Source: an optimization exercise on an open RTL-to-GDS flow (aim: small area). Production flows keep margins and buffers that such runs may drop.
The RTL was checked by simulation tests, not by an equivalence proof against the original design.
Power figures rest on the tool's default switching activity, not on a simulated workload. No driver is modelled on the clock port, so clocking that relies on it looks cheaper here than on a real chip.

==> flow/design.v <==
`timescale 1ns/1ps
package flash_ctrl_pkg;
    typedef enum logic [1:0]
    {
        OP_ERASE = 2'd0,
        OP_WRITE = 2'd1,
        OP_READ  = 2'd2
    } user_op_t;
    typedef enum logic [1:0]
    {
        SPI_INS   = 2'd0,      
        SPI_READ  = 2'd1,
        SPI_WRITE = 2'd2
    } spi_op_t;
    typedef enum logic [3:0]
    {
        ST_IDLE,
        ST_LATCH,
        ST_WREN,
        ST_PP_CMD,
        ST_PP_DATA,
        ST_SE_CMD,
        ST_RD_CMD,
        ST_RD_DATA,
        ST_SR_CMD,
        ST_SR_CHECK,
        ST_BUSY_WAIT
    } seq_state_t;
    localparam int ADDR_W = 24;           
    localparam int DATA_W = 8;
    localparam int NUM_W  = 9;            
    localparam int OP_W   = 32;           
    localparam int LEN_W  = 16;
    localparam logic [DATA_W-1:0] CMD_WREN = 8'h06;
    localparam logic [DATA_W-1:0] CMD_PP   = 8'h02;
    localparam logic [DATA_W-1:0] CMD_SE   = 8'h20;
    localparam logic [DATA_W-1:0] CMD_READ = 8'h03;
    localparam logic [DATA_W-1:0] CMD_RDSR = 8'h05;
    localparam int CMD_BITS     = 8;
    localparam int CMDADDR_BITS = 32;
    localparam int STATUS_CLKS  = 16;     
    localparam int SR_WIP_BIT = 0;        
    localparam int BUSY_WAIT_CYCLES = 256;
    localparam int FIFO_DEPTH       = 256;
endpackage
`timescale 1ns/1ps
`timescale 1ns/1ps
`timescale 1ns/1ps
`timescale 1ns/1ps
import flash_ctrl_pkg::*;
module flash_ctrl
(
    input  logic              i_clk,
    input  logic              i_rst,
    input  logic [1:0]        i_op_type,
    input  logic [ADDR_W-1:0] i_op_addr,
    input  logic [NUM_W-1:0]  i_op_num,
    input  logic              i_op_valid,
    output logic              o_op_ready,
    input  logic [DATA_W-1:0] i_wr_data,
    input  logic              i_wr_sop,
    input  logic              i_wr_eop,
    input  logic              i_wr_valid,
    output logic [DATA_W-1:0] o_rd_data,
    output logic              o_rd_sop,
    output logic              o_rd_eop,
    output logic              o_rd_valid,
    output logic [OP_W-1:0]   o_spi_op_data,
    output logic [1:0]        o_spi_op_type,
    output logic [LEN_W-1:0]  o_spi_op_len,
    output logic [LEN_W-1:0]  o_spi_clk_len,
    output logic              o_spi_op_valid,
    input  logic              i_spi_op_ready,
    output logic [DATA_W-1:0] o_spi_write_data,
    input  logic              i_spi_write_req,
    input  logic [DATA_W-1:0] i_spi_read_data,
    input  logic              i_spi_read_valid
);
    localparam logic [2:0] S_IDLE   = 3'd0;
    localparam logic [2:0] S_WREN   = 3'd1;    
    localparam logic [2:0] S_WREN_W = 3'd2;    
    localparam logic [2:0] S_CMD    = 3'd3;    
    localparam logic [2:0] S_DATA   = 3'd4;    
    localparam logic [2:0] S_POLL   = 3'd5;    
    localparam logic [2:0] S_POLL_W = 3'd6;    
    localparam logic [2:0] S_BUSY   = 3'd7;    
    logic [2:0]        r_state;
    logic [1:0]        r_type;
    logic [ADDR_W-1:0] r_addr;
    logic [NUM_W-1:0]  r_num;         
    logic              r_sr_busy;
    logic              r_rd_pend;     
    logic              r_rd_valid;
    logic              r_rd_sop;
    logic              r_rd_eop;
    logic [8*FIFO_DEPTH-1:0] r_ring;
    logic [7:0]        r_head;        
    logic [7:0]        w_tap;
    logic              w_accept;
    logic              w_is_read;
    logic              w_is_write;
    logic              w_is_erase;
    logic              w_aligned;
    logic              w_ins32;
    logic              w_wr_align;
    logic              w_push;
    logic              w_rot;
    logic              w_pop;
    logic              w_rd_pop;
    logic              w_shift;
    logic              w_sr_busy;
    logic              w_cmd;
    logic              w_poll;
    logic [8:0]        w_data_clks;
    assign w_is_read  = (r_type == OP_READ);
    assign w_is_write = (r_type == OP_WRITE);
    assign w_is_erase = (r_type == OP_ERASE);
    assign o_op_ready = (r_state == S_IDLE);
    assign w_accept   = i_op_valid && o_op_ready;
    assign w_aligned  = (r_head[5:0] == 6'd63);
    assign w_ins32    = !i_wr_valid && w_is_read && !r_num[5];
    assign w_wr_align = w_is_write && ((r_state == S_WREN) || (r_state == S_WREN_W) || (r_state == S_CMD));
    assign w_push     = i_wr_valid || ((r_state == S_DATA) && w_is_read && i_spi_read_valid);
    assign w_rot      = (w_wr_align || r_rd_pend) && !w_aligned;
    assign w_rd_pop   = r_rd_pend && w_aligned;
    assign w_pop      = w_rd_pop || ((r_state == S_DATA) && i_spi_write_req);
    assign w_shift    = w_push || w_rot || w_pop;
    always_ff @(posedge i_clk)
    begin
        if (w_shift)
        begin
            r_ring <= {r_ring[8*FIFO_DEPTH-9:0], r_ring[8*FIFO_DEPTH-1 -: 8]};
            if (w_push && !w_ins32)
                r_ring[7:0] <= i_wr_valid ? i_wr_data : i_spi_read_data;
            if (w_push && w_ins32)
                r_ring[8*32 +: 8] <= i_spi_read_data;
        end
    end
    always_ff @(posedge i_clk)
    begin
        if (w_accept)
            r_head <= {i_op_num[7:6], i_op_num[5] || (i_op_type == OP_READ), i_op_num[4:0]};
        else if (w_rot)
            r_head <= r_head + 1'b1;
    end
    always_comb
    begin
        w_tap = '0;
        for (int k = 0; k < 4; k++)
            if (r_head[7:6] == 2'(k))
                w_tap = r_ring[8*(64*k+63) +: 8];
    end
    assign o_spi_write_data = w_tap;
    assign o_rd_data        = w_tap;
    always_ff @(posedge i_clk or posedge i_rst)
    begin
        if (i_rst)
        begin
            r_rd_pend  <= 1'b0;
            r_rd_valid <= 1'b0;
            r_rd_sop   <= 1'b0;
            r_rd_eop   <= 1'b0;
        end
        else
        begin
            if ((r_state == S_DATA) && w_is_read && i_spi_op_ready)
                r_rd_pend <= 1'b1;
            else if (w_rd_pop && (r_num == NUM_W'(1)))
                r_rd_pend <= 1'b0;
            r_rd_valid <= w_rd_pop;
            r_rd_sop   <= w_rd_pop && !r_rd_valid;
            r_rd_eop   <= w_rd_pop && (r_num == NUM_W'(1));
        end
    end
    assign o_rd_valid = r_rd_valid;
    assign o_rd_sop   = r_rd_sop;
    assign o_rd_eop   = r_rd_eop;
    always_ff @(posedge i_clk)
    begin
        if (w_accept)
        begin
            r_type <= i_op_type;
            r_addr <= i_op_addr;
        end
        else if (w_poll)
            r_addr[7:0] <= 8'h00;
        else if (r_state == S_BUSY)
            r_addr[7:0] <= r_addr[7:0] + 1'b1;
    end
    always_ff @(posedge i_clk)
    begin
        if (w_accept)
            r_num <= i_op_num;
        else if (w_rd_pop)
            r_num <= r_num - 1'b1;
    end
    assign w_sr_busy = r_sr_busy || (i_spi_read_valid && i_spi_read_data[SR_WIP_BIT]);
    always_ff @(posedge i_clk or posedge i_rst)
    begin
        if (i_rst)
        begin
            r_state   <= S_IDLE;
            r_sr_busy <= 1'b0;
        end
        else
        begin
            case (r_state)
                S_IDLE:
                    if (w_accept)
                        r_state <= (i_op_type == OP_READ) ? S_CMD : S_WREN;
                S_WREN:
                    if (i_spi_op_ready)
                        r_state <= S_WREN_W;
                S_WREN_W:
                    if (i_spi_op_ready)
                        r_state <= S_CMD;
                S_CMD:
                    if (o_spi_op_valid && i_spi_op_ready)
                        r_state <= S_DATA;
                S_DATA:
                    if (i_spi_op_ready)
                        r_state <= S_POLL;
                S_POLL:
                    if (i_spi_op_ready)
                        r_state <= S_POLL_W;
                S_POLL_W:
                    if (i_spi_op_ready)
                        r_state <= w_sr_busy ? S_BUSY : S_IDLE;
                default:
                    if (r_addr[7:0] == 8'hff)
                        r_state <= S_POLL;
            endcase
            if (r_state == S_POLL)
                r_sr_busy <= 1'b0;
            else if ((r_state == S_POLL_W) && i_spi_read_valid)
                r_sr_busy <= i_spi_read_data[SR_WIP_BIT];
        end
    end
    assign w_cmd  = (r_state == S_CMD);
    assign w_poll = (r_state == S_POLL);
    assign o_spi_op_valid = (r_state == S_WREN) || w_poll || (w_cmd && (!w_is_write || w_aligned));
    assign w_data_clks = r_num + 9'd4;
    always_comb
    begin
        o_spi_op_data = {CMD_WREN, ADDR_W'(0)};
        o_spi_op_type = SPI_INS;
        o_spi_op_len  = LEN_W'(CMD_BITS);
        o_spi_clk_len = LEN_W'(CMD_BITS);
        if (w_poll)
        begin
            o_spi_op_data = {CMD_RDSR, ADDR_W'(0)};
            o_spi_op_type = SPI_READ;
            o_spi_clk_len = LEN_W'(STATUS_CLKS);
        end
        else if (w_cmd)
        begin
            o_spi_op_len = LEN_W'(CMDADDR_BITS);
            if (w_is_erase)
            begin
                o_spi_op_data = {CMD_SE, r_addr};
                o_spi_clk_len = LEN_W'(CMDADDR_BITS);
            end
            else if (w_is_write)
            begin
                o_spi_op_data = {CMD_PP, r_addr};
                o_spi_op_type = SPI_WRITE;
                o_spi_clk_len = LEN_W'({w_data_clks, 3'b000});
            end
            else
            begin
                o_spi_op_data = {CMD_READ, r_addr};
                o_spi_op_type = SPI_READ;
                o_spi_clk_len = LEN_W'({w_data_clks, 3'b000});
            end
        end
    end
endmodule
export LEC_CHECK = 0
export CAP_MARGIN = 0
export CORE_MARGIN = 2
export CORE_UTILIZATION = 70
export CTS_BUF_LIST = sky130_fd_sc_hd__clkbuf_16
export CTS_CLUSTER_DIAMETER = 85
export CTS_CLUSTER_SIZE = 36
export SLEW_MARGIN = 0
create_clock -name core_clock -period 10.0 [get_ports {i_clk}]
standard.sh (not shown) runs the stock make flow with config.mk's settings and CLKGATE_MAP_FILE= SYNTH_SCRIPT=/design/flow/synth_recipe.tcl, a recipe that flattens the netlist after the stock synthesis.
==> flow/flow/run.sh <==
#!/bin/bash
# Standard layout with two changes to what the flow inserts (the design and constraints are
# untouched): port buffers use the smallest buffer, and clock tree synthesis adds no dummy
# loads.
set -e
export BUFFER_PORTS_ARGS="-buffer_cell sky130_fd_sc_hd__buf_1"
export CTS_ARGS="-sink_clustering_enable -repair_clock_nets -sink_clustering_size 36 -sink_clustering_max_diameter 85 -buf_list sky130_fd_sc_hd__clkbuf_16 -dont_use_dummy_load "
bash standard.sh > standard.log 2>&1
The first run completed without violations.
Change:
==> flow/flow/run.sh (replaced) <==
#!/bin/bash
# Standard layout with two changes to what the flow inserts (the design and constraints are
# untouched): port buffers use the smallest buffer, and clock tree synthesis adds no dummy
# loads.
set -e
export BUFFER_PORTS_ARGS="-buffer_cell sky130_fd_sc_hd__buf_1"
export CTS_ARGS="-sink_clustering_enable -repair_clock_nets -sink_clustering_size 10 -sink_clustering_max_diameter 30 -buf_list \"sky130_fd_sc_hd__clkbuf_4 sky130_fd_sc_hd__clkbuf_8 sky130_fd_sc_hd__clkbuf_16\" -dont_use_dummy_load -sink_clustering_buffer sky130_fd_sc_hd__clkbuf_4"
bash standard.sh > standard.log 2>&1
--- a/flow/config.mk
+++ b/flow/config.mk
@@ -7,3 +7,3 @@
 export LEC_CHECK = 0
-export CAP_MARGIN = 0
+export CAP_MARGIN = 20
 export CORE_MARGIN = 2
@@ -11,4 +11,4 @@
 export CTS_BUF_LIST = sky130_fd_sc_hd__clkbuf_16
-export CTS_CLUSTER_DIAMETER = 85
-export CTS_CLUSTER_SIZE = 36
-export SLEW_MARGIN = 0
+export CTS_CLUSTER_DIAMETER = 30
+export CTS_CLUSTER_SIZE = 10
+export SLEW_MARGIN = 20
Effect: Area after synthesis does not change. Cell area rises by about 2.3%. Sequential share of layout area fell by 2.0 points. Fmax goes down by about 2.6%. Hold slack gets worse by 0.040 ns. Power is higher by 6.2%. Cell count came out higher by about 6.4%. Clock-buffer cell count increases by 244.
Change:
==> flow/flow/run.sh (replaced) <==
#!/bin/bash
# Standard layout with two changes to what the flow inserts (the design and constraints are
# untouched): port buffers use the smallest buffer, and clock tree synthesis adds no dummy
# loads.
set -e
export BUFFER_PORTS_ARGS="-buffer_cell sky130_fd_sc_hd__buf_1"
export CTS_ARGS="-sink_clustering_enable -repair_clock_nets -sink_clustering_size 32 -sink_clustering_max_diameter 80 -buf_list sky130_fd_sc_hd__clkbuf_16 -dont_use_dummy_load "
bash standard.sh > standard.log 2>&1
--- a/flow/config.mk
+++ b/flow/config.mk
@@ -11,4 +11,4 @@
 export CTS_BUF_LIST = sky130_fd_sc_hd__clkbuf_16
-export CTS_CLUSTER_DIAMETER = 30
-export CTS_CLUSTER_SIZE = 10
+export CTS_CLUSTER_DIAMETER = 80
+export CTS_CLUSTER_SIZE = 32
 export SLEW_MARGIN = 20
=> Worst setup slack improved by 0.15 ns. Non-clock buffer count stays the same. Fmax increases by about 3%. Clock skew increases by 0.011 ns. Final area decreases by 1.8%.
Change:
==> flow/flow/run.sh (replaced) <==
#!/bin/bash
# Standard layout with two changes to what the flow inserts (the design and constraints are
# untouched): port buffers use the smallest buffer, and clock tree synthesis adds no dummy
# loads.
set -e
export BUFFER_PORTS_ARGS="-buffer_cell sky130_fd_sc_hd__buf_1"
export CTS_ARGS="-sink_clustering_enable -repair_clock_nets -sink_clustering_size 37 -sink_clustering_max_diameter 85 -buf_list sky130_fd_sc_hd__clkbuf_16 -dont_use_dummy_load "
bash standard.sh > standard.log 2>&1
--- a/flow/config.mk
+++ b/flow/config.mk
@@ -7,3 +7,3 @@
 export LEC_CHECK = 0
-export CAP_MARGIN = 20
+export CAP_MARGIN = 0
 export CORE_MARGIN = 2
@@ -11,4 +11,4 @@
 export CTS_BUF_LIST = sky130_fd_sc_hd__clkbuf_16
-export CTS_CLUSTER_DIAMETER = 80
-export CTS_CLUSTER_SIZE = 32
-export SLEW_MARGIN = 20
+export CTS_CLUSTER_DIAMETER = 85
+export CTS_CLUSTER_SIZE = 37
+export SLEW_MARGIN = 0
After rerunning:
- The new run completed with no timing, DRC or antenna violations
- wire length decreases slightly
- cell count is about the same
- flip-flop and latch count is unchanged
- power decreases slightly
- count of clock-buffer cells in the layout decreases by 9

==> afterwards: timing with drivers on the ports <==
No port has a modelled driver above. Below, the same layouts with a new extraction and two added sets of constraints.
Step 1 (the two cells are an assumption about what drives the block):
set clk [get_ports {i_clk}]
set_driving_cell -lib_cell sky130_fd_sc_hd__clkbuf_16 $clk
set_driving_cell -lib_cell sky130_fd_sc_hd__buf_2 [delete_from_list [all_inputs] $clk]
Step 2 adds t to the input delays and takes it off the output delays; t is the mean of the earliest and latest rising clock arrival at the registers after step 1. Input paths then give back, and output paths get back, about the clock's delay inside the block.
a / b / c = ideal ports / drivers / drivers and shift; a / b = the first two.
run | t, ns | setup WS [ns] | clock arrival spread, ns
the first run | 0.712 | 4.747 / 4.675 / 5.091 | 0.046 / 0.046
the second run | 0.860 | 4.610 / 4.537 / 5.001 | 0.071 / 0.070
the third run | 0.698 | 4.764 / 4.691 / 4.988 | 0.082 / 0.082
the fourth run | 0.710 | 4.728 / 4.656 / 5.045 | 0.048 / 0.048
After both steps setup and hold are still met in every run listed.
